This design comes from an exercise in tuning for small area, a short achievable clock period and few clock cycles on the open sky130 flow, not from production work. In this exercise RTL edits were held to simulation tests only and were not proved equivalent to the original. Power and IR drop assume default switching activity.

## P
Design cursor_linked_list_engine, start of the top module:
module cursor_linked_list_engine #(
   parameter int NODE_COUNT = clle_pkg::NODE_COUNT_DEF
) (
   input  logic                       clock,
   input  logic                       reset,
   input  logic                       req_valid,
   output logic                       req_ready,
   input  logic [3:0]                 req_operation,
   input  logic signed [31:0]         req_match_key,
   input  logic signed [31:0]         req_new_key,
   input  logic [31:0]                req_new_payload,
   output logic                       rsp_valid,
   input  logic                       rsp_ready,
   output logic [1:0]                 rsp_status,
   output logic signed [31:0]         rsp_key_out,
   output logic [31:0]                rsp_payload_out,
   output logic [clle_pkg::CNT_W-1:0] rsp_count_out,
   output logic                       rsp_last
);
Settings: LEC_CHECK=0, ABC_CLOCK_PERIOD_IN_PS=3000, CAP_MARGIN=40, CORE_MARGIN=2, CORE_UTILIZATION=55, PLACE_DENSITY=0.65, SETUP_SLACK_MARGIN=4.0, SLEW_MARGIN=60; clock period 7.0 ns.
run.sh (not shown) runs the stock make flow with config.mk's settings and CLKGATE_MAP_FILE= SYNTH_SCRIPT=/design/flow/synth_recipe.tcl, a recipe that flattens the netlist after the stock synthesis.
P | status: complete | timing, DRC, antenna: pass
Testbench counts of P, summed over its fixed seeds: cycles 4,893.
--- input diff P..Q ---
--- a/flow/design.v
+++ b/flow/design.v
@@ -50,23 +50,22 @@
    logic [3:0]        a_op;
    logic [31:0]       a_nk, a_np;
    logic [N-1:0]      a_eqn;        
    logic              a_eqy;        
    logic              b_valid;
    logic              b_more;       
    logic              b_clr, b_mod, b_view, b_insf, b_insl, b_insa;
    logic              b_delf, b_dell, b_delk, b_fc;
    logic [31:0]       b_nk, b_np;
    logic [N-1:0]      b_mpos;       
-   logic [N-1:0]      b_vsel;       
-   logic [CW-1:0]     b_vcnt;       
-   logic [N-1:0]      b_wsel;       
+   logic              b_wv;         
+   logic [IW-1:0]     b_wnode;      
    logic              r_valid;
    logic [1:0]        r_status;
    logic [CW-1:0]     r_count;
    logic              r_last;
    logic [N-1:0]      r_sel;        
    logic              o_valid;
    logic [1:0]        o_status;
    logic [31:0]       o_key, o_pay;
    logic [CW-1:0]     o_count;
    logic              o_last;
@@ -146,45 +145,50 @@
       end
       sel_d15 = delf_ok || ((delk_ok || mods_ok) && found);
    end
    assign delsel_oh = b_delf ? {{(N-1){1'b0}}, 1'b1} : fpos;
    always_comb begin
       delnode  = '0;
       vnode    = '0;
       tailnode = '0;
       for (int i = 0; i < N; i++) begin
          delnode  = delnode  | (delsel_oh[i]        ? pos[i] : '0);
-         vnode    = vnode    | (b_vsel[i]           ? pos[i] : '0);
+         vnode    = vnode    | (b_mpos[i]           ? pos[i] : '0);
          tailnode = tailnode | ((lv[i] && !lvn[i])  ? pos[i] : '0);
       end
    end
    assign newnode = pos[N-1];
    always_comb begin
       len = '0;
       for (int i = 0; i < N; i++) if (lv[i]) len = CW'(i + 1);
    end
+   logic [CW-1:0] vcnt;
+   always_comb begin
+      vcnt = '0;
+      for (int i = 0; i < N; i++) if (b_mpos[i]) vcnt = vcnt | CW'(i + 1);
+   end
    always_comb begin
       b_emit   = b_valid && !(b_mod && b_more);
       b_status = clle_pkg::ST_OK;
       b_count  = '0;
       b_last   = 1'b1;
       b_rd     = 1'b0;
       b_node   = delnode;
       if (b_mod) begin
          if (empty)           b_status = clle_pkg::ST_EMPTY;
          else if (!found)     b_status = clle_pkg::ST_NOT_FOUND;
       end
       if (b_view) begin
          if (empty) begin
             b_status = clle_pkg::ST_EMPTY;
          end else begin
-            b_count = b_vcnt;
+            b_count = vcnt;
             b_last  = !b_more;
             b_rd    = 1'b1;
             b_node  = vnode;
          end
       end
       if (b_insf || b_insl) begin
          if (full)            b_status = clle_pkg::ST_NO_MEM;
       end
       if (b_insa) begin
          if (empty)           b_status = clle_pkg::ST_EMPTY;
@@ -201,21 +205,21 @@
          b_rd   = !empty;
          b_node = tailnode;
       end
       if (b_fc) begin
          b_count = CW'(N) - len;
          if (full)            b_status = clle_pkg::ST_NO_MEM;
       end
    end
    always_comb begin
       for (int n = 0; n < N; n++) begin
-         we[n] = go && ((!full && newnode == IW'(n)) || (modw && b_wsel[n]));
+         we[n] = go && ((!full && newnode == IW'(n)) || (modw && b_wv && b_wnode == IW'(n)));
       end
    end
    always_ff @(posedge clock) begin
       for (int n = 0; n < N; n++) begin
          if (we[n]) begin
             key[n] <= b_nk;
             pay[n] <= b_np;
          end
       end
    end
@@ -277,21 +281,21 @@
    assign s_valid_next = !o_free && (s_valid || r_fire);
    always_comb begin
       a_valid_next = a_free ? req_valid : a_valid;
       a_nop_next   = a_free ? (req_operation > clle_pkg::OP_FREE_COUNT) : a_nop;
       if (b_load) begin
          b_valid_next = a_valid && !a_nop;
          b_more_next  = ((a_op == clle_pkg::OP_VIEW) && lv_next[1]) ||
                         ((a_op == clle_pkg::OP_MODIFY) && lv_next[N-1]);
       end else begin
          b_valid_next = b_valid;
-         if (exec) b_more_next = b_view && (|(b_vsel & (lv >> 2)));
+         if (exec) b_more_next = b_view && (|(b_mpos & (lv >> 2)));
          else      b_more_next = b_more;
       end
    end
    always_ff @(posedge clock) begin
       if (reset) begin
          a_valid <= 1'b0;
          b_valid <= 1'b0;
          b_more  <= 1'b0;
          a_free  <= 1'b1;
       end else begin
@@ -309,29 +313,28 @@
          b_view <= a_op == clle_pkg::OP_VIEW;
          b_insf <= a_op == clle_pkg::OP_INS_FIRST;
          b_insl <= a_op == clle_pkg::OP_INS_LAST;
          b_insa <= a_op == clle_pkg::OP_INS_AFTER;
          b_delf <= a_op == clle_pkg::OP_DEL_FIRST;
          b_dell <= a_op == clle_pkg::OP_DEL_LAST;
          b_delk <= a_op == clle_pkg::OP_DEL_KEY;
          b_fc   <= a_op == clle_pkg::OP_FREE_COUNT;
          b_nk   <= a_nk;
          b_np   <= a_np;
-         b_mpos <= mpos_next;
-         b_vsel <= {{(N-1){1'b0}}, 1'b1};
-         b_vcnt <= CW'(1);
-      end else if (exec) begin
-         b_vsel <= b_vsel << 1;
-         b_vcnt <= b_vcnt + CW'(1);
+         if (a_op == clle_pkg::OP_VIEW) b_mpos <= {{(N-1){1'b0}}, 1'b1};
+         else                           b_mpos <= mpos_next;
+      end else if (exec && b_view) begin
+         b_mpos <= b_mpos << 1;
       end
       if (go && modf_ok) begin
-         for (int n = 0; n < N; n++) b_wsel[n] <= (delnode == IW'(n)) && found;
+         b_wv    <= found;
+         b_wnode <= delnode;
       end
    end
    always_ff @(posedge clock) begin
       if (reset) begin
          r_valid <= 1'b0;
       end else if (go) begin
          r_valid <= b_emit;
       end
    end
    always_ff @(posedge clock) begin
--- outcome ---
Going from P to Q, growth of design area from synthesis to finish now sits higher, full die area went down, total global-route track usage now sits higher, cell area -about 0.46%.
When the final numbers for P and Q were put side by side, the final routed wirelength across all metal layers turned out to be smaller in P.
Q against P: synthesized area lost 0.62%, relative contribution of combinational cells to total power picked up an extra 0.2 points, setup slack of the worst register-to-register path neither gained nor lost much, register bit total from synthesis lost about 2.1%.
Synthesized instance count sits higher in Q than in P.
Testbench counts of Q, summed over its fixed seeds: cycles 4,893.

## separate check: timing with driven ports
The results above use ideal ports. As a check the final layouts listed here were re-extracted and re-timed, cells and wires unchanged. Step 1 (the two cells are an assumption about what drives the block):
set clk [get_ports {clock}]
set_driving_cell -lib_cell sky130_fd_sc_hd__clkbuf_16 $clk
set_driving_cell -lib_cell sky130_fd_sc_hd__buf_2 [delete_from_list [all_inputs] $clk]
Step 2 adds t to the input delays and takes it off the output delays; t is the mean of the earliest and latest rising clock arrival at the registers after step 1. Input paths then give back, and output paths get back, about the clock's delay inside the block. Slacks: ideal / step 1 / step 2; pairs: ideal / step 1.
run | t (ns) | slack for setup (ns) | slew at the worst register clock pin (ns)
P | 0.867 | 4.000 / 3.967 / 3.182 | 0.07 / 0.07
Q | 0.885 | 3.945 / 3.931 / 3.117 | 0.07 / 0.07
After both steps setup and hold are still met in every run listed. The setup slack of Q, which loses most, moves by -0.014 ns with the drivers and by -0.828 ns with both steps.
